What follows belongs to an exercise in optimizing a design on an open flow for small area, a short achievable clock period and few clock cycles per item; a production flow would make more cautious choices. RTL that was checked went through simulation tests only; none was proved equivalent to the original. The RTL of run 4 was laid out without a check of its function. Power is estimated from default activity; no workload was simulated.

`design.v`:
```
package bfl_pkg;
  localparam int unsigned MAX_NAME_BYTES_DEF = 16;
  localparam int unsigned OFFSET_BITS_DEF    = 24;
  localparam int unsigned OUT_OFS_W  = 24;
  localparam int unsigned NAME_IDX_W = 5;
  localparam logic [1:0] REG_NAME_LOW  = 2'd0;
  localparam logic [1:0] REG_NAME_HIGH = 2'd1;
  localparam logic [1:0] REG_NAME_LEN  = 2'd2;
  localparam logic [1:0] ST_FOUND     = 2'd0;
  localparam logic [1:0] ST_NOT_FOUND = 2'd1;
  localparam logic [1:0] ST_BAD_TYPE  = 2'd2;
  localparam logic [1:0] ST_TRUNCATED = 2'd3;
  localparam logic [7:0] SZ_LEN  = 8'h80;
  localparam logic [7:0] SZ_LEN4 = 8'h84;
  localparam logic [7:0] SZ_LEN5 = 8'h85;
  localparam logic [7:0] SZ_NONE = 8'hff;
  localparam logic [7:0] TYPE_STRING  = 8'd2;
  localparam logic [7:0] TYPE_BINDATA = 8'd5;
  localparam logic [7:0] TYPE_REGEX   = 8'd11;
  localparam logic [7:0] TYPE_DBREF   = 8'd12;
  localparam logic [7:0] TYPE_CODE    = 8'd13;
  localparam logic [7:0] TYPE_SYMBOL  = 8'd14;
  localparam logic [7:0] TYPE_CWS     = 8'd15;
  typedef enum logic [3:0] {
    PH_HEADER = 4'd0,
    PH_TYPE   = 4'd1,
    PH_NAME   = 4'd2,
    PH_LENGTH = 4'd3,
    PH_SKIP   = 4'd4,
    PH_REGEX1 = 4'd5,
    PH_REGEX2 = 4'd6,
    PH_IDLE   = 4'd7
  } phase_t;
  function automatic logic [7:0] size_code(input logic [7:0] t);
    logic [7:0] z;
    case (t)
      8'd0, 8'd6, 8'd10, 8'd127, 8'd255: z = 8'd0;
      8'd1, 8'd9, 8'd17, 8'd18:          z = 8'd8;
      8'd2:                              z = SZ_LEN4;
      8'd3, 8'd4:                        z = SZ_LEN;
      8'd5:                              z = SZ_LEN5;
      8'd7:                              z = 8'd12;
      8'd8:                              z = 8'd1;
      8'd16:                             z = 8'd4;
      default:                           z = SZ_NONE;
    endcase
    size_code = z;
  endfunction
  function automatic logic signed [5:0] length_adjust(input logic [7:0] t);
    logic signed [5:0] a;
    case (t)
      TYPE_STRING, TYPE_CODE, TYPE_SYMBOL: a = 6'sd0;
      TYPE_BINDATA:                        a = 6'sd1;
      TYPE_DBREF:                          a = 6'sd12;
      default:                             a = -6'sd4;
    endcase
    length_adjust = a;
  endfunction
endpackage
module bson_field_locator (
  input  logic                 clk,
  input  logic                 rst,
  input  logic                 in_valid,
  output logic                 in_ready,
  input  logic [7:0]           doc_byte,
  input  logic                 doc_last,
  output logic                 out_valid,
  input  logic                 out_ready,
  output logic [1:0]           status,
  output logic [bfl_pkg::OUT_OFS_W-1:0] element_offset,
  output logic [7:0]           element_type,
  output logic [bfl_pkg::OUT_OFS_W-1:0] value_offset,
  input  logic                 cfg_valid,
  output logic                 cfg_ready,
  input  logic [1:0]           cfg_index,
  input  logic [63:0]          cfg_data
);
  localparam logic [2:0] S_HEADER = 3'd0;
  localparam logic [2:0] S_TYPE   = 3'd1;
  localparam logic [2:0] S_NAME   = 3'd2;
  localparam logic [2:0] S_LENGTH = 3'd3;
  localparam logic [2:0] S_SKIP   = 3'd4;
  localparam logic [2:0] S_REGEX1 = 3'd5;
  localparam logic [2:0] S_REGEX2 = 3'd6;
  localparam logic [2:0] S_IDLE   = 3'd7;
  logic [63:0] name_lo, name_hi;
  logic        lo_set, hi_set;
  logic [4:0]  len_eff;             
  logic [2:0]  phase, phase_next;
  logic [4:0]  cnt;                 
  logic        aux;                 
  logic [31:0] skip;                
  logic [23:0] pos;                 
  logic [23:0] estart;              
  logic [7:0]  etype;               
  logic [1:0]  st;
  logic        in_fire;
  logic        in_rdy;
  logic        zero_byte;
  logic [7:0]  tgt_byte;
  logic        tgt_set;
  logic        at_len;
  logic        name_match;
  logic        emit;
  logic [1:0]  emit_status;
  logic        clear_res;
  logic        out_valid_next;
  logic        t_zero, t_fixed, t_len, t_regex;
  logic [3:0]  t_size;
  logic [7:0]  adj_lo;              
  logic        adj_neg;
  logic [8:0]  lsum;
  logic        lneg, lzero;
  assign in_ready  = in_rdy;
  assign cfg_ready = 1'b1;
  assign in_fire   = in_valid && in_rdy;
  assign zero_byte = (doc_byte == 8'd0);
  always_ff @(posedge clk) begin
    if (cfg_valid && !rst && cfg_index == bfl_pkg::REG_NAME_LOW)  name_lo <= cfg_data;
    if (cfg_valid && !rst && cfg_index == bfl_pkg::REG_NAME_HIGH) name_hi <= cfg_data;
  end
  always_ff @(posedge clk) begin
    if (rst) begin
      lo_set  <= 1'b0;
      hi_set  <= 1'b0;
      len_eff <= 5'd1;
    end else if (cfg_valid) begin
      case (cfg_index)
        bfl_pkg::REG_NAME_LOW:  lo_set <= 1'b1;
        bfl_pkg::REG_NAME_HIGH: hi_set <= 1'b1;
        bfl_pkg::REG_NAME_LEN:  len_eff <= cfg_data[4] ? 5'd16 : {1'b0, cfg_data[3:0]};
        default: ;
      endcase
    end
  end
  always_comb begin
    case (cnt[2:0])
      3'd0: tgt_byte = cnt[3] ? name_hi[7:0]   : name_lo[7:0];
      3'd1: tgt_byte = cnt[3] ? name_hi[15:8]  : name_lo[15:8];
      3'd2: tgt_byte = cnt[3] ? name_hi[23:16] : name_lo[23:16];
      3'd3: tgt_byte = cnt[3] ? name_hi[31:24] : name_lo[31:24];
      3'd4: tgt_byte = cnt[3] ? name_hi[39:32] : name_lo[39:32];
      3'd5: tgt_byte = cnt[3] ? name_hi[47:40] : name_lo[47:40];
      3'd6: tgt_byte = cnt[3] ? name_hi[55:48] : name_lo[55:48];
      default: tgt_byte = cnt[3] ? name_hi[63:56] : name_lo[63:56];
    endcase
  end
  assign tgt_set    = cnt[3] ? hi_set : lo_set;
  assign at_len     = (cnt == len_eff);
  assign name_match = !aux && at_len;
  always_comb begin
    t_zero  = 1'b0;
    t_fixed = 1'b0;
    t_len   = 1'b0;
    t_regex = 1'b0;
    t_size  = 4'd0;
    adj_lo  = 8'd0;
    adj_neg = 1'b0;
    case (etype)
      8'd6, 8'd10, 8'd127, 8'd255: t_zero = 1'b1;
      8'd1, 8'd9, 8'd17, 8'd18: begin t_fixed = 1'b1; t_size = 4'd8; end
      8'd7:  begin t_fixed = 1'b1; t_size = 4'd12; end
      8'd8:  begin t_fixed = 1'b1; t_size = 4'd1; end
      8'd16: begin t_fixed = 1'b1; t_size = 4'd4; end
      8'd2, 8'd13, 8'd14: t_len = 1'b1;
      8'd5:  begin t_len = 1'b1; adj_lo = 8'd1; end
      8'd12: begin t_len = 1'b1; adj_lo = 8'd12; end
      8'd3, 8'd4, 8'd15: begin t_len = 1'b1; adj_lo = 8'hfc; adj_neg = 1'b1; end
      8'd11: t_regex = 1'b1;
      default: ;
    endcase
  end
  assign lsum  = {doc_byte[7], doc_byte}
               + ((cnt[1:0] == 2'd0) ? {adj_lo[7], adj_lo} : {9{adj_neg}})
               + {8'd0, (cnt[1:0] != 2'd0) && aux};
  assign lneg  = lsum[8];
  assign lzero = (lsum[7:0] == 8'd0) && (skip[31:8] == 24'd0);
  always_comb begin
    phase_next  = phase;
    emit        = 1'b0;
    emit_status = bfl_pkg::ST_NOT_FOUND;
    case (phase)
      S_HEADER: if (cnt[1:0] == 2'd3) phase_next = S_TYPE;
      S_TYPE: begin
        if (zero_byte) begin
          phase_next = S_IDLE;
          emit       = 1'b1;
        end else begin
          phase_next = S_NAME;
        end
      end
      S_NAME: begin
        if (zero_byte && !doc_last) begin
          if (name_match) begin
            phase_next  = S_IDLE;
            emit        = 1'b1;
            emit_status = bfl_pkg::ST_FOUND;
          end else if (t_zero) phase_next = S_TYPE;
          else if (t_fixed) phase_next = S_SKIP;
          else if (t_len) phase_next = S_LENGTH;
          else if (t_regex) phase_next = S_REGEX1;
          else begin
            phase_next  = S_IDLE;
            emit        = 1'b1;
            emit_status = bfl_pkg::ST_BAD_TYPE;
          end
        end
      end
      S_LENGTH: if (cnt[1:0] == 2'd3) phase_next = (lneg || lzero) ? S_TYPE : S_SKIP;
      S_SKIP:   if (skip[31:1] == 31'd0) phase_next = S_TYPE;
      S_REGEX1: if (zero_byte) phase_next = S_REGEX2;
      S_REGEX2: if (zero_byte) phase_next = S_TYPE;
      default: ;
    endcase
    if (doc_last) begin
      phase_next = S_HEADER;
      if (phase != S_IDLE) begin
        emit        = 1'b1;
        emit_status = (phase == S_TYPE) ? bfl_pkg::ST_NOT_FOUND : bfl_pkg::ST_TRUNCATED;
      end
    end
  end
  assign clear_res = emit && (emit_status != bfl_pkg::ST_FOUND);
  always_ff @(posedge clk) begin
    if (rst) begin
      phase <= S_HEADER;
      cnt   <= 5'd0;
    end else if (in_fire) begin
      phase <= phase_next;
      if (doc_last) cnt <= 5'd0;
      else begin
        case (phase)
          S_HEADER, S_NAME, S_LENGTH: cnt <= cnt + 5'd1;
          S_TYPE: cnt <= 5'd0;
          default: ;
        endcase
        if (phase == S_NAME && zero_byte) cnt <= 5'd0;
      end
    end
  end
  always_ff @(posedge clk) begin
    if (in_fire) begin
      case (phase)
        S_TYPE: aux <= 1'b0;
        S_NAME: if (!zero_byte && (at_len || !tgt_set || doc_byte != tgt_byte)) aux <= 1'b1;
        S_LENGTH: aux <= lsum[8] ^ doc_byte[7] ^ ((cnt[1:0] == 2'd0) ? adj_lo[7] : adj_neg);
        default: ;
      endcase
    end
  end
  always_ff @(posedge clk) begin
    if (in_fire) begin
      case (phase)
        S_NAME: if (zero_byte) skip <= {28'd0, t_size};
        S_LENGTH: skip <= {lsum[7:0], skip[31:8]};
        S_SKIP: skip <= skip - 32'd1;
        default: ;
      endcase
    end
  end
  always_ff @(posedge clk) begin
    if (in_fire) begin
      if (clear_res) begin
        pos    <= 24'd0;
        estart <= 24'd0;
        etype  <= 8'd0;
      end else begin
        case (phase)
          S_HEADER: if (cnt[1:0] == 2'd3) pos <= 24'd4;
          S_IDLE: ;
          default: pos <= pos + 24'd1;
        endcase
        if (phase == S_TYPE) begin
          estart <= pos;
          etype  <= doc_byte;
        end
      end
      if (emit) st <= emit_status;
    end
  end
  assign out_valid_next = (in_fire && emit) || (out_valid && !out_ready);
  always_ff @(posedge clk) begin
    if (rst) begin
      out_valid <= 1'b0;
      in_rdy    <= 1'b1;
    end else begin
      out_valid <= out_valid_next;
      in_rdy    <= !out_valid_next || ((in_fire ? phase_next : phase) == S_IDLE);
    end
  end
  assign status         = st;
  assign element_offset = estart;
  assign element_type   = etype;
  assign value_offset   = pos;
endmodule
```
`run.sh`:
```
#!/bin/bash
# synth_recipe.tcl (not shown) runs the flow's synth.tcl, then flattens the netlist and writes it again
# the make line also repeats each setting of config.mk as NAME=value (left out here)
make -C /OpenROAD-flow-scripts/flow DESIGN_CONFIG=/design/flow/config.mk WORK_HOME=/design/flow/orfs CLKGATE_MAP_FILE= SYNTH_SCRIPT=/design/flow/synth_recipe.tcl finish
```
`config.mk`:
```
export PLATFORM = sky130hd
export DESIGN_NAME = bson_field_locator
export DESIGN_NICKNAME = bson_field_locator
export VERILOG_FILES = /design/flow/design.v
export SDC_FILE = /design/flow/constraint.sdc
export NUM_CORES = 4
export LEC_CHECK = 0
export ABC_CLOCK_PERIOD_IN_PS = 2500
export CAP_MARGIN = 20
export CORE_MARGIN = 2
export CORE_UTILIZATION = 60
export PLACE_DENSITY = 0.75
export SETUP_SLACK_MARGIN = 2.5
export SLEW_MARGIN = 20
```
`constraint.sdc`:
```
create_clock -name core_clock -period 5.0 [get_ports {clk}]
set_input_delay 1.0000 -clock core_clock [delete_from_list [all_inputs] [get_ports {clk}]]
set_output_delay 1.0000 -clock core_clock [all_outputs]
set_load 0.01 [all_outputs]
```
==> summary.txt, run 1 <==
critical path class = flip-flop to flip-flop
Post-Syn Area = 11130 um2
delay-heaviest family, CP = compound AO/OA/AOI/OAI gates
worst hold path class = flip-flop to flip-flop
top-count cell post-synth = edfxtp_1
# H-tree levels = 1
first-pass GRT wire length = 47.62 mm
Clock Latency Late Sink = 0.51 ns
FF-to-FF setup slack = 1.45 ns
routed wire length = 32.39 mm
Final Critical Period = 3.555 ns
Yosys top cell area share = 0.5908
setup_tns = 0 ns
Clock Skews = 0.006963 ns
Avg WL per Cell = 23.40 um
Worst Setup End Kind = flip-flop
layout cells sized above 1 = 0.2866
synthesis-stage register bit count = 236
Die Wd = 140.2 um
worst path bufs/invs = 1
largest net degree at the start of global routing = 66
Synth Warn # = 1
initial antenna violation count = 0
Starting Density = 0.6154
Max stage delay cell, worst path = edfxtp_1
Synth cell types = 73
Synth area leader = edfxtp_1
routed vias/inst = 6.404
via count of the first global-routing pass = 8880
Port Buffers = 139
DRT Pass-1 Iters = 5
EDFF count, synth = 219
CP cell instances = nor2b_4 -> and3_4 -> o21ai_2 -> o21ai_2 -> nand2_2 -> fa_2 -> inv_2 -> fa_2 -> a21o_1 -> a21oi_2 -> xor2_2 -> o2111ai_2 -> and4b_1 -> nor2_1 -> a21o_1 -> a311o_1
Critical Path AT = 3.95 ns
row cnt = 49
maximum VDD drop = 0.0004518 V
GPL Wtd Cong = 0.8824
DR DRC count = 0
CTS tree = built
dominant synthesized flop cell = edfxtp_1
total clock sinks = 236
detailed-route via count = 8863
max-slew violations = 0
Hold Vio Cnt, Final = 0
CTS max path bufs = 3
Peak Freq = 281.3 MHz
Iter 0 DRT Violations = 763
CP Max Fanout = 5
clock-pin slew on the worst setup and hold paths = 0.06 ns
total core area = 18090 um2
Critical Path Start Type = flip-flop
Rel. slew slack = 0.4615
post-route ant nets = 0
root buffer cell = clkbuf_16
max cap viols = 0
WHS = 0.4622 ns
final core occ = 0.8695
final worst-path cycle share = 0.7110
list of most frequent post-synthesis cells = edfxtp_1, nand2_1, nor2_1
Syn Nets = 968
Pleak = 5.392 nW
sequential share of the synthesized area = 0.6214
Power Dens Cells = 293.5 nW/um2
GRT overflow = 0
Final setup viols = 0
Slew @ Worst Pin = 0.7993 ns
HPWL after DPL = 17.13 mm
top area cells in the synthesized netlist = edfxtp_1, xnor2_1, dfxtp_1, mux4_2, xor2_1
I/O Pins = 141
crit path to = in_rdy
total power = 4.615 mW
Final #Nets = 1234
Worst Setup SP = etype[2]
Critical Path RT = 5.39 ns
Crit. path cell count = 16
worst r2r path cells = 16
instance count of the mapped netlist = 872
worst r2r src = etype[2]
syn avg cell area = 12.76 um2
capturing point of the worst reg2reg path = in_rdy
Vert. Die Dim = 140.2 um
Async SR Flop Fraction = 0
status = no timing/DRC/antenna violations
P&R area growth vs syn = 41.28%
# diodes = 0
Die ar. = 19660 um2
Worst path max stage delay = 0.48 ns
total track usage = 0.3081
CTS buffer count = 24
CTS Hold Bufs = 0
RSZ-0062 raised after global routing = yes
==> sequential cells by signal, indices dropped and copies added (netlist names) <==
name and cells:
name_hi 64, name_lo 64, skip 32, estart 24, pos 24, etype 8
cnt 5, len_eff 5, phase 3, st 2, aux 1, hi_set 1
in_rdy 1, lo_set 1, out_valid 1
==> cells by family (layout without fill, tap and decap cells) <==
family	after synthesis	after routing	synth area share
xor+xnor	70	70	0.05508
buf+inv	61	339	0.02237
flops	236	236	0.6214
simple gates	295	298	0.1379
compound gates	155	157	0.09184
fa+ha+maj	16	16	0.01933
other cells	1	1	0.0003369
mux	38	38	0.05171
==> area by class of cell <==
class / count / area (um2)
Inverter: 21 / 91.34
Tap cell: 229 / 286.5
Multi-Input combinational cell: 580 / 4807
Clock buffer: 29 / 640.6
Clock inverter: 14 / 166.4
Timing Repair Buffer: 275 / 2804
Fill cell: 785 / 2361
Sequential cell: 236 / 6929
==> stage by stage <==
step	cells	setup WS, ns	area [um2]
6_report	1384	1.445	15730
5_1_grt	1384	1.355	15730
4_1_cts	1349	1.610	15220
3_5_place_dp	1207	0.7304	13040
3_3_place_gp	1207	0.8523	13040
2_1_floorplan	872	1.372	11570
==> worst min path at each step <==
stage / start / endpoint / slack [ns] / depth (start not counted)
finish: hi_set / hi_set / 0.46 / 1
global route: hi_set / hi_set / 0.47 / 1
CTS: lo_set / lo_set / 0.46 / 1
detailed placement: lo_set / lo_set / 0.44 / 1
global placement: lo_set / lo_set / 0.43 / 1
floorplan: lo_set / lo_set / 0.43 / 1
==> worst reg2reg max path, cell delays in order, from the launching register on <==
cell	delay, ns
edfxtp_1	0.48
nor2b_4	0.20
and3_4	0.15
o21ai_2	0.15
o21ai_2	0.08
nand2_2	0.11
fa_2	0.25
inv_2	0.05
fa_2	0.38
a21o_1	0.18
a21oi_2	0.17
xor2_2	0.25
o2111ai_2	0.16
and4b_1	0.30
nor2_1	0.05
a21o_1	0.17
a311o_1	0.30
==> repair_timing <==
item / 4_1_cts / 5_1_grt
cloned: 11 / 0
pin swaps: 37 / 25
endpoints found under the setup margin: 328 / 261
gates resized for setup: 184 / 58
setup buffers: 88 / 35
==> power breakdown <==
part	switching, mW	leakage, nW	internal (mW)
combinational	0.250	2.83	0.266
sequential	0.0347	2.16	2.22
clock	0.728	0.395	1.11
==> cells in the final DEF (no fill, tap or decap), drive strengths merged, types with 19 or more instances in the layout <==
cell type,synthesis,layout
edfxtp,219,219
buf,14,147
inv,21,21
nor2,66,66
nor2b,41,41
nand3,19,19
nand2,66,66
a21oi,37,39
clkdlybuf4s50,0,118
o21ai,42,42
xnor2,39,39
nor3,21,21
clkbuf,26,29
xor2,31,31
==> routing by layer <==
metal / global-route usage / wire length, um / vias up
li1: - / - / 3857
met1: 0.3839 / 11920 / 4372
met2: 0.5387 / 16540 / 507
met3: 0.05128 / 2509 / 127
met4: 0.1271 / 1419 / 0
met5: 0 / 0 / -
Testbench counts, summed over its fixed seeds: cycles 48,568, items 48,258.
==> run 2: changes to the inputs <==
--- a/config.mk
+++ b/config.mk
@@ -10,4 +10,3 @@
 export CORE_MARGIN = 2
-export CORE_UTILIZATION = 60
-export PLACE_DENSITY = 0.75
+export CORE_UTILIZATION = 40
 export SETUP_SLACK_MARGIN = 2.5
==> summary.txt, run 2 <==
# H-tree levels = 1
list of most frequent post-synthesis cells = edfxtp_1, nand2_1, nor2_1
Worst path max stage delay = 0.44 ns
Final #Nets = 1228
dominant synthesized flop cell = edfxtp_1
Port Buffers = 139
Non-Filler Instances = 1529
sequential share of the synthesized area = 0.6214
Final setup viols = 0
row cnt = 61
clock-pin slew on the worst setup and hold paths = 0.06 ns
routed vias/inst = 5.302
Max stage delay cell, worst path = fa_2
total power = 4.576 mW
RSZ-0062 raised after global routing = yes
CTS max path bufs = 3
P&R area growth vs syn = 41.46%
critical path class = flip-flop to flip-flop
Synth area leader = edfxtp_1
Critical Path RT = 5.41 ns
via count of the first global-routing pass = 7963
most common cell after layout, fill and taps aside = edfxtp_1
post-route ant nets = 0
final worst-path cycle share = 0.6819
DRT Pass-1 Iters = 6
final instance area = 15750 um2
worst path bufs/invs = 2
Slew @ Worst Pin = 0.7462 ns
CP cell instances = buf_6 -> nor2b_4 -> and3_1 -> o21ai_1 -> o21ai_1 -> nand2_2 -> fa_2 -> inv_2 -> fa_2 -> and3b_1 -> o2111ai_1 -> and4b_1 -> nor2_1 -> a21o_1 -> a311o_1
Top Registers = name_hi x64, name_lo x64, skip x32
Synth Warn # = 1
CTS buffer count = 26
Clock Skews = 0.01716 ns
maximum VDD drop = 0.0002034 V
GPL Wtd Cong = 0.8291
Final Critical Period = 3.409 ns
setup_tns = 0 ns
syn avg cell area = 12.76 um2
Synth cell types = 73
DR DRC count = 0
max cap viols = 0
Die Wd = 170.8 um
# fillers = 2246
first-pass GRT wire length = 43.95 mm
Yosys top cell area share = 0.5908
Critical Path AT = 3.82 ns
total clock sinks = 236
Hold Vio Cnt, Final = 0
delay-heaviest family, CP = simple AND/OR/NAND/NOR gates
largest net degree at the start of global routing = 66
Peak Freq = 293.3 MHz
instance count of the mapped netlist = 872
CTS tree = built
CP Max Fanout = 5
initial antenna violation count = 0
dpl cell area = 13250 um2
worst hold path class = flip-flop to flip-flop
I/O Pins = 141
Die ar. = 29180 um2
status = no timing/DRC/antenna violations
# diodes = 0
root buffer cell = clkbuf_16
Critical Path Start Type = flip-flop
routed wire length = 29.15 mm
Worst Setup End Kind = flip-flop
Async SR Flop Fraction = 0
HPWL after DPL = 17.29 mm
Clock Latency Late Sink = 0.54 ns
top-count cell post-synth = edfxtp_1
final core occ = 0.5715
EDFF count, synth = 219
CTS Hold Bufs = 0
Syn Nets = 968
Avg WL per Cell = 19.07 um
layout cells sized above 1 = 0.2815
top area cells in the synthesized netlist = edfxtp_1, xnor2_1, dfxtp_1, mux4_2, xor2_1
Vert. Die Dim = 170.8 um
placed cell count = 1360
Power Dens Cells = 290.7 nW/um2
total core area = 27550 um2
Post-Syn Area = 11130 um2
Starting Density = 0.4040
max-slew violations = 0
Rel. slew slack = 0.5025
synthesis-stage register bit count = 236
total track usage = 0.1945
Iter 0 DRT Violations = 698
detailed-route via count = 8107
Pleak = 5.373 nW
most frequent cells in the layout = edfxtp_1, clkdlybuf4s50_1, buf_4, nand2_1, nor2_1
GRT overflow = 0
[run 2: worst reg2reg max path, stage by stage, from the launching register on]
cell and delay, ns:
edfxtp_1 0.41, buf_6 0.15, nor2b_4 0.18, and3_1 0.19, o21ai_1 0.07, o21ai_1 0.11, nand2_2 0.10, fa_2 0.37
inv_2 0.07, fa_2 0.44, and3b_1 0.24, o2111ai_1 0.10, and4b_1 0.33, nor2_1 0.06, a21o_1 0.17, a311o_1 0.30
[run 2: layer usage]
metal | up-vias | share of wire | wire, um | GRT usage
met2 | 239 | 0.48 | 13980 | 0.3253
met4 | 0 | 0.025 | 737 | 0.05122
met3 | 48 | 0.053 | 1540 | 0.03285
met1 | 3990 | 0.44 | 12900 | 0.2638
met5 | - | 0 | 0 | 0
li1 | 3830 | - | - | -
[run 2: what timing repair did]
item / in CTS / in global routing
gates cloned: 9 / 2
setup endpoints to repair: 330 / 206
buffers inserted: 82 / 29
gates resized for setup: 161 / 71
pin swaps: 25 / 26
[run 2: metrics by stage]
step	setup WS, ns	hold slack, ns
2_1_floorplan	1.372	0.4258
3_3_place_gp	0.8044	0.4335
3_5_place_dp	0.7282	0.4393
4_1_cts	1.644	0.4542
5_1_grt	1.481	0.4848
6_report	1.591	0.4542
[run 2: kinds of logic (layout without fill, tap and decap cells)]
family | count (synthesis) | in the layout | share of synthesized area
AND/OR/NAND/NOR | 295 | 298 | 0.1379
buffers and inverters | 61 | 337 | 0.02237
multiplexers | 38 | 38 | 0.05171
other | 1 | 1 | 0.0003369
AO/OA/AOI/OAI | 155 | 155 | 0.09184
XOR/XNOR | 70 | 70 | 0.05508
flip-flops | 236 | 236 | 0.6214
adder cells (fa/ha/maj) | 16 | 16 | 0.01933
[run 2: final cells by class]
class | count | area (um2) | area share
Sequential cell | 236 | 6932 | 0.4402
Multi-Input combinational cell | 578 | 4716 | 0.2995
Timing Repair Buffer | 269 | 2719 | 0.1727
Clock buffer | 31 | 669.4 | 0.04251
Tap cell | 378 | 473.0 | 0.03004
Clock inverter | 16 | 145.1 | 0.009218
Inverter | 21 | 91.34 | 0.005801
[run 2: power by group]
part,switching (mW),internal [mW],leakage (nW)
logic,0.226,0.257,2.80
clock network,0.779,1.06,0.406
registers,0.0299,2.22,2.16
total,1.04,3.54,5.37
[run 2: final timing paths]
path | from | to | slack [ns] | cells after the start
worst max-delay path | etype[3] | in_rdy | 1.59 | 15
worst min-delay path | lo_set | lo_set | 0.45 | 1
worst max register to register | etype[3] | in_rdy | 1.59 | 15
worst min register to register | lo_set | lo_set | 0.45 | 1
==> run 3: changes to the inputs <==
--- a/config.mk
+++ b/config.mk
@@ -7,3 +7,2 @@
 export LEC_CHECK = 0
-export ABC_CLOCK_PERIOD_IN_PS = 2500
 export CAP_MARGIN = 20
@@ -11,3 +10,2 @@
 export CORE_UTILIZATION = 40
-export SETUP_SLACK_MARGIN = 2.5
 export SLEW_MARGIN = 20
==> summary.txt, run 3 <==
status = no timing/DRC/antenna violations
Worst Setup SP = doc_byte[1]
Max stage delay cell, worst path = nor4_1
Resized cells post-CTS = 0
EDFF count, synth = 219
maximum VDD drop = 0.0002756 V
most common cell after layout, fill and taps aside = edfxtp_1
Worst Setup End Kind = flip-flop
Die Wd = 170.8 um
pre-CTS WS = 0.6328 ns
total core area = 27550 um2
CTS Hold Bufs = 0
Clock Skews = 0.02011 ns
worst r2r path cells = 12
largest net degree at the start of global routing = 66
total clock sinks = 236
Async SR Flop Fraction = 0
# H-tree levels = 1
# Post-CTS Setup Buffers = 0
instance count of the mapped netlist = 872
syn avg cell area = 12.76 um2
Peak Freq = 257.9 MHz
Synth Warn # = 1
root buffer cell = clkbuf_16
Yosys top cell area share = 0.5908
DR DRC count = 0
Critical Path RT = 5.18 ns
layout cells sized above 1 = 0.07953
clock-pin slew on the worst setup and hold paths = 0.06 ns
sequential share of the synthesized area = 0.6214
Top Registers = name_hi x64, name_lo x64, skip x32
final core occ = 0.5003
RSZ-0062 raised after global routing = no
P&R area growth vs syn = 23.85%
critical path class = input pin to flip-flop
first-pass GRT wire length = 40.14 mm
Top Layer Used = met5
Synth area leader = edfxtp_1
row cnt = 61
routed vias/inst = 5.259
Iter 0 DRT Violations = 520
setup_tns = 0 ns
Hold Vio Cnt, Final = 0
capturing point of the worst reg2reg path = in_rdy
list of most frequent post-synthesis cells = edfxtp_1, nand2_1, nor2_1
Slew @ Worst Pin = 0.9855 ns
top-count cell post-synth = edfxtp_1
met3 wire len = 1.329 mm
CTS max path bufs = 3
CTS buffer count = 26
Rel. slew slack = 0.3414
# fillers = 2419
Pleak = 4.447 nW
Worst path max stage delay = 0.58 ns
synthesis-stage register bit count = 236
Final #Nets = 1108
Final setup viols = 0
FF-to-FF setup slack = 1.13 ns
M1 WL = 11.13 mm
crit path to = estart[19]
post-route ant nets = 0
Port Buffers = 139
met2 routed WL = 12.50 mm
Critical Path Start Type = input pin
most frequent cells in the layout = edfxtp_1, clkdlybuf4s50_1, nand2_1, nor2_1
max cap viols = 0
CP Max Fanout = 32
CP cell instances = clkdlybuf4s50_1 -> nor4_1 -> nand2_1 -> nor4_1 -> nand2_1 -> o2111a_1 -> a21oi_2 -> nor2_1 -> nor2_2 -> buf_4
detailed-route via count = 7415
worst r2r src = etype[4]
dominant synthesized flop cell = edfxtp_1
max-slew violations = 0
GPL Wtd Cong = 0.8834
top area cells in the synthesized netlist = edfxtp_1, xnor2_1, dfxtp_1, mux4_2, xor2_1
Syn Nets = 968
total track usage = 0.1761
routed wire length = 25.69 mm
Vert. Die Dim = 170.8 um
Critical Path AT = 4.06 ns
DRT Pass-1 Iters = 5
final worst-path cycle share = 0.7756
Die ar. = 29180 um2
initial antenna violation count = 2
Starting Density = 0.4040
GRT overflow = 0
Power Dens Cells = 319.4 nW/um2
worst hold path class = flip-flop to flip-flop
CTS tree = built
Avg WL per Cell = 18.22 um
Post-Syn Area = 11130 um2
I/O Pins = 141
Clock Latency Late Sink = 0.54 ns
Final Critical Period = 3.878 ns
Synth cell types = 73
HPWL after DPL = 17.76 mm
via count of the first global-routing pass = 7303
Final WS setup = 1.122 ns
## run 3: cell counts after synthesis
Identical to the previous run, type by type.
## run 3: worst min-delay path by stage
stage,startpoint,end,slack [ns],depth (start not counted)
floorplan,lo_set,lo_set,0.43,1
global placement,hi_set,hi_set,0.43,1
detailed placement,lo_set,lo_set,0.45,1
CTS,lo_set,lo_set,0.46,1
global route,lo_set,lo_set,0.48,1
finish,lo_set,lo_set,0.46,1
## run 3: area by class of cell
type	count	area (um2)	area share
tap	378	473.0	0.03431
antenna	1	2.502	0.0001815
inverter	21	78.83	0.005718
multi-input combinational	575	4010	0.2909
timing repair buffer	152	1489	0.1080
clock buffer	35	684.4	0.04965
clock inverter	12	130.1	0.009439
sequential	236	6918	0.5018
## run 3: power by group
group | switching [mW] | total, mW | internal, mW
Combinational | 0.163 | 0.325 | 0.161
Sequential | 0.0401 | 2.27 | 2.22
Clock | 0.750 | 1.81 | 1.06
## run 3: logic make-up after synthesis
| family | Yosys count | share of synthesized area |
|---|---|---|
| and+or+nand+nor | 295 | 0.1379 |
| adders and majority gates | 16 | 0.01933 |
| xor gates and xnor gates | 70 | 0.05508 |
| AOI/OAI and AO/OA | 155 | 0.09184 |
| other | 1 | 0.0003369 |
| DFF | 236 | 0.6214 |
| buffers and inverters | 61 | 0.02237 |
| muxes | 38 | 0.05171 |
## run 3: worst max-delay path: cells and delay by family
kind | cells | cell delay (ns)
buffers and inverters | 2 | 0.97
AND/OR/NAND/NOR | 6 | 1.47
AO/OA/AOI/OAI | 2 | 0.61
## run 3: metrics by stage
stage | hold WS [ns] | instance area, um2 | cells | total power [mW]
final | 0.4592 | 13790 | 1410 | 4.404
after global routing | 0.4761 | 13790 | 1410 | 4.557
after CTS | 0.4621 | 13780 | 1409 | 4.454
after detailed placement | 0.4481 | 12970 | 1362 | 2.634
after global placement | 0.4345 | 12970 | 1362 | 2.630
after floorplan | 0.4258 | 11160 | 872 | 2.449
## run 3: metal layers
layer  vias to the layer above  GRT usage
li1                       3598          -
met2                       208     0.3005
met1                      3567     0.2314
met3                        40    0.03077
met5                         -          0
met4                         2    0.05048
==> run 4: changes to the inputs <==
--- a/design.v
+++ b/design.v
@@ -96,5 +96,11 @@
   logic [1:0]  st;
+  logic [7:0]  b_r;
+  logic        z_r, l_r, v_r;
   logic        in_fire;
   logic        in_rdy;
+  logic        proc;
+  logic        can_proc;
   logic        zero_byte;
+  logic [7:0]  cur;
+  logic        last;
   logic [7:0]  tgt_byte;
@@ -116,3 +122,12 @@
   assign in_fire   = in_valid && in_rdy;
-  assign zero_byte = (doc_byte == 8'd0);
+  assign cur       = b_r;
+  assign zero_byte = z_r;
+  assign last      = l_r;
+  always_ff @(posedge clk) begin
+    if (in_fire) begin
+      b_r <= doc_byte;
+      z_r <= (doc_byte == 8'd0);
+      l_r <= doc_last;
+    end
+  end
   always_ff @(posedge clk) begin
@@ -172,3 +187,3 @@
   end
-  assign lsum  = {doc_byte[7], doc_byte}
+  assign lsum  = {cur[7], cur}
                + ((cnt[1:0] == 2'd0) ? {adj_lo[7], adj_lo} : {9{adj_neg}})
@@ -192,3 +207,3 @@
       S_NAME: begin
-        if (zero_byte && !doc_last) begin
+        if (zero_byte && !last) begin
           if (name_match) begin
@@ -214,3 +229,3 @@
     endcase
-    if (doc_last) begin
+    if (last) begin
       phase_next = S_HEADER;
@@ -227,5 +242,5 @@
       cnt   <= 5'd0;
-    end else if (in_fire) begin
+    end else if (proc) begin
       phase <= phase_next;
-      if (doc_last) cnt <= 5'd0;
+      if (last) cnt <= 5'd0;
       else begin
@@ -241,7 +256,7 @@
   always_ff @(posedge clk) begin
-    if (in_fire) begin
+    if (proc) begin
       case (phase)
         S_TYPE: aux <= 1'b0;
-        S_NAME: if (!zero_byte && (at_len || !tgt_set || doc_byte != tgt_byte)) aux <= 1'b1;
-        S_LENGTH: aux <= lsum[8] ^ doc_byte[7] ^ ((cnt[1:0] == 2'd0) ? adj_lo[7] : adj_neg);
+        S_NAME: if (!zero_byte && (at_len || !tgt_set || cur != tgt_byte)) aux <= 1'b1;
+        S_LENGTH: aux <= lsum[8] ^ cur[7] ^ ((cnt[1:0] == 2'd0) ? adj_lo[7] : adj_neg);
         default: ;
@@ -251,3 +266,3 @@
   always_ff @(posedge clk) begin
-    if (in_fire) begin
+    if (proc) begin
       case (phase)
@@ -261,3 +276,3 @@
   always_ff @(posedge clk) begin
-    if (in_fire) begin
+    if (proc) begin
       if (clear_res) begin
@@ -274,3 +289,3 @@
           estart <= pos;
-          etype  <= doc_byte;
+          etype  <= cur;
         end
@@ -280,3 +295,16 @@
   end
-  assign out_valid_next = (in_fire && emit) || (out_valid && !out_ready);
+  function automatic logic may_walk(input logic [2:0] ph, input logic [1:0] c, input logic l);
+    may_walk = (ph == S_IDLE) || (ph == S_HEADER && c != 2'd3 && !l);
+  endfunction
+  logic [2:0] ph_n;
+  logic [4:0] cnt_n;
+  logic       v_n, l_n;
+  assign can_proc       = !out_valid || may_walk(phase, cnt[1:0], last);
+  assign proc           = v_r && can_proc;
+  assign out_valid_next = (proc && emit) || (out_valid && !out_ready);
+  assign ph_n           = proc ? phase_next : phase;
+  assign cnt_n          = !proc ? cnt : (last || phase == S_TYPE || (phase == S_NAME && zero_byte)) ? 5'd0 :
+                          (phase == S_HEADER || phase == S_NAME || phase == S_LENGTH) ? cnt + 5'd1 : cnt;
+  assign v_n            = in_fire || (v_r && !proc);
+  assign l_n            = in_fire ? doc_last : last;
   always_ff @(posedge clk) begin
@@ -285,5 +313,7 @@
       in_rdy    <= 1'b1;
+      v_r       <= 1'b0;
     end else begin
       out_valid <= out_valid_next;
-      in_rdy    <= !out_valid_next || ((in_fire ? phase_next : phase) == S_IDLE);
+      v_r       <= v_n;
+      in_rdy    <= !v_n || !out_valid_next || may_walk(ph_n, cnt_n[1:0], l_n);
     end
==> summary.txt, run 4 <==
status = no timing/DRC/antenna violations
initial antenna violation count = 0
total power = 4.664 mW
row cnt = 62
Synth area leader = edfxtp_1
routed wire length = 26.74 mm
Die Wd = 175.3 um
Power Dens Cells = 325.1 nW/um2
sequential share of the synthesized area = 0.6155
Pleak = 4.592 nW
layout cells sized above 1 = 0.08858
Final #Nets = 1171
Vert. Die Dim = 175.3 um
# H-tree levels = 1
Hold Vio Cnt, Final = 0
Clock Latency Late Sink = 0.53 ns
CTS Hold Bufs = 0
Synth cell types = 84
largest net degree at the start of global routing = 66
maximum VDD drop = 0.0002635 V
most common cell after layout, fill and taps aside = edfxtp_1
Port Buffers = 139
critical path class = flip-flop to flip-flop
Slew @ Worst Pin = 0.9004 ns
Critical Path RT = 5.42 ns
worst hold path class = flip-flop to flip-flop
synthesis-stage register bit count = 247
GPL Wtd Cong = 0.8776
DRT Pass-1 Iters = 5
top area cells in the synthesized netlist = edfxtp_1, dfxtp_1, xnor2_1, nor2_1, xor2_1
Starting Density = 0.4080
CTS tree = built
detailed-route via count = 7863
Resized cells post-CTS = 0
post-route ant nets = 0
Peak Freq = 242.3 MHz
routed vias/inst = 5.316
RSZ-0062 raised after global routing = no
CTS buffer count = 26
Die ar. = 30740 um2
Final Critical Period = 4.128 ns
instance count of the mapped netlist = 938
total track usage = 0.1717
Synth Warn # = 1
CTS max path bufs = 3
list of most frequent post-synthesis cells = edfxtp_1, nor2_1, nand2_1
# diodes = 0
DR DRC count = 0
Post-Syn Area = 11740 um2
Syn Nets = 1034
Clock Skews = 0.008578 ns
I/O Pins = 141
Critical Path AT = 4.55 ns
Async SR Flop Fraction = 0
final worst-path cycle share = 0.8256
total core area = 28780 um2
Final setup viols = 0
# Post-CTS Setup Buffers = 0
most frequent cells in the layout = edfxtp_1, clkdlybuf4s50_1, nor2_1, nand2_1, o21ai_0
final instance area = 14350 um2
root buffer cell = clkbuf_16
max-slew violations = 0
Yosys top cell area share = 0.5831
top-count cell post-synth = edfxtp_1
Iter 0 DRT Violations = 593
Rel. slew slack = 0.3997
WHS = 0.4532 ns
first-pass GRT wire length = 41.92 mm
via count of the first global-routing pass = 7679
HPWL after DPL = 18.46 mm
max cap viols = 0
Top Registers = name_hi x64, name_lo x64, skip x32
dominant synthesized flop cell = edfxtp_1
CP Max Fanout = 18
final core occ = 0.4985
Avg WL per Cell = 18.08 um
P&R area growth vs syn = 22.19%
syn avg cell area = 12.52 um2
setup_tns = 0 ns
Worst Setup End Kind = flip-flop
GRT overflow = 0
EDFF count, synth = 228
total clock sinks = 247
clock-pin slew on the worst setup and hold paths = 0.06 ns
Critical Path Start Type = flip-flop
dpl cell area = 13570 um2
==> run 4: cell types whose count changed after synthesis, sizes merged, moves of 5 or more <==
cell and delta:
nor2 +29, o22ai +10, edfxtp +9, mux2i +8, or2 +7, o21ai +6
a21oi -5, a22o -5, mux4 -5, nor3 -5, nor4 -5
==> run 4: path summary, 6_finish.rpt <==
kind / from / end / slack [ns] / cells after the start
min: hi_set / hi_set / 0.45 / 1
max: etype[2] / in_rdy / 0.87 / 15
min reg2reg: hi_set / hi_set / 0.45 / 1
max reg2reg: etype[2] / in_rdy / 0.87 / 15
==> run 4: area by class of cell <==
type / count / area [um2]
clock buffer: 32 / 673.1
clock inverter: 16 / 103.9
fill: 2568 / 14430
inverter: 22 / 82.58
multi-input combinational: 626 / 4289
sequential: 247 / 7228
tap: 384 / 480.5
timing repair buffer: 152 / 1489
==> run 4: cells by family after synthesis <==
kind of cell / Yosys count / share of synthesized area
AND/OR/NAND/NOR: 326 / 0.1433
multiplexers: 43 / 0.04817
other: 1 / 0.0003194
flip-flops: 247 / 0.6155
buffers and inverters: 65 / 0.02248
adder cells (fa/ha/maj): 16 / 0.01833
XOR/XNOR: 76 / 0.05669
AO/OA/AOI/OAI: 164 / 0.09516
==> run 4: worst max-delay path, stage by stage, from the launching register on <==
cell	delay (ns)
edfxtp_1	0.62
xnor2_1	0.31
and3b_1	0.21
o21ai_0	0.08
o21ai_0	0.10
nand2_1	0.09
fa_1	0.46
fa_1	0.41
nand2b_1	0.18
a21oi_1	0.16
xnor2_1	0.10
and3_1	0.16
and4_1	0.23
o31a_2	0.32
o311a_1	0.29
a211o_1	0.28
==> run 4: where the power goes <==
| part | switching (mW) | internal, mW | leakage [nW] |
|---|---|---|---|
| Clock | 0.769 | 1.00 | 0.380 |
| Sequential | 0.0654 | 2.35 | 2.26 |
| Combinational | 0.252 | 0.225 | 1.95 |
==> run 4: per-layer routing <==
metal / track usage / wire length (um) / part of all wire
met2: 0.2813 / 12740 / 0.48
met4: 0.05174 / 784 / 0.029
met1: 0.2365 / 11890 / 0.44
met5: 0 / 0 / 0
met3: 0.02706 / 1324 / 0.050
==> run 4: through the flow <==
stage | setup WS (ns) | std cells
finish | 0.8720 | 1479
global placement | 1.012 | 1431
global route | 0.6278 | 1479
CTS | 0.9073 | 1479
floorplan | 0.8757 | 938
detailed placement | 0.9588 | 1431

==> afterwards: timing with drivers on the ports <==
Ports are ideal in the flow. The routed layouts listed here were re-timed in OpenROAD. Step 1 (the two cells are an assumption about what drives the block):
set clk [get_ports {clk}]
set_driving_cell -lib_cell sky130_fd_sc_hd__clkbuf_16 $clk
set_driving_cell -lib_cell sky130_fd_sc_hd__buf_2 [delete_from_list [all_inputs] $clk]
Step 2 times the ports against the registers' clock, not the clock port: input delays grow and output delays shrink by t, the midpoint of the rising clock arrivals with the driver on. Slacks: no drivers / after step 1 / after step 2; pairs: no drivers / after step 1.
| run | t (ns) | slack for setup (ns) | clock arrival spread, ns | worst register clock-pin slew, ns | pins driven straight from the clock port |
|---|---|---|---|---|---|
| run 1 | 0.545 | 1.445 / 1.445 / 1.405 | 0.010 / 0.010 | 0.07 / 0.07 | 1 |
| run 2 | 0.581 | 1.591 / 1.591 / 1.373 | 0.017 / 0.017 | 0.06 / 0.06 | 1 |
| run 3 | 0.578 | 1.122 / 1.116 / 0.538 | 0.020 / 0.020 | 0.06 / 0.06 | 1 |
| run 4 | 0.575 | 0.872 / 0.872 / 0.872 | 0.009 / 0.009 | 0.06 / 0.06 | 1 |
After both steps setup and hold are still met in every run listed. For run 3, which loses most, drivers alone change the setup slack by -0.006 ns; drivers and shift together by -0.584 ns.
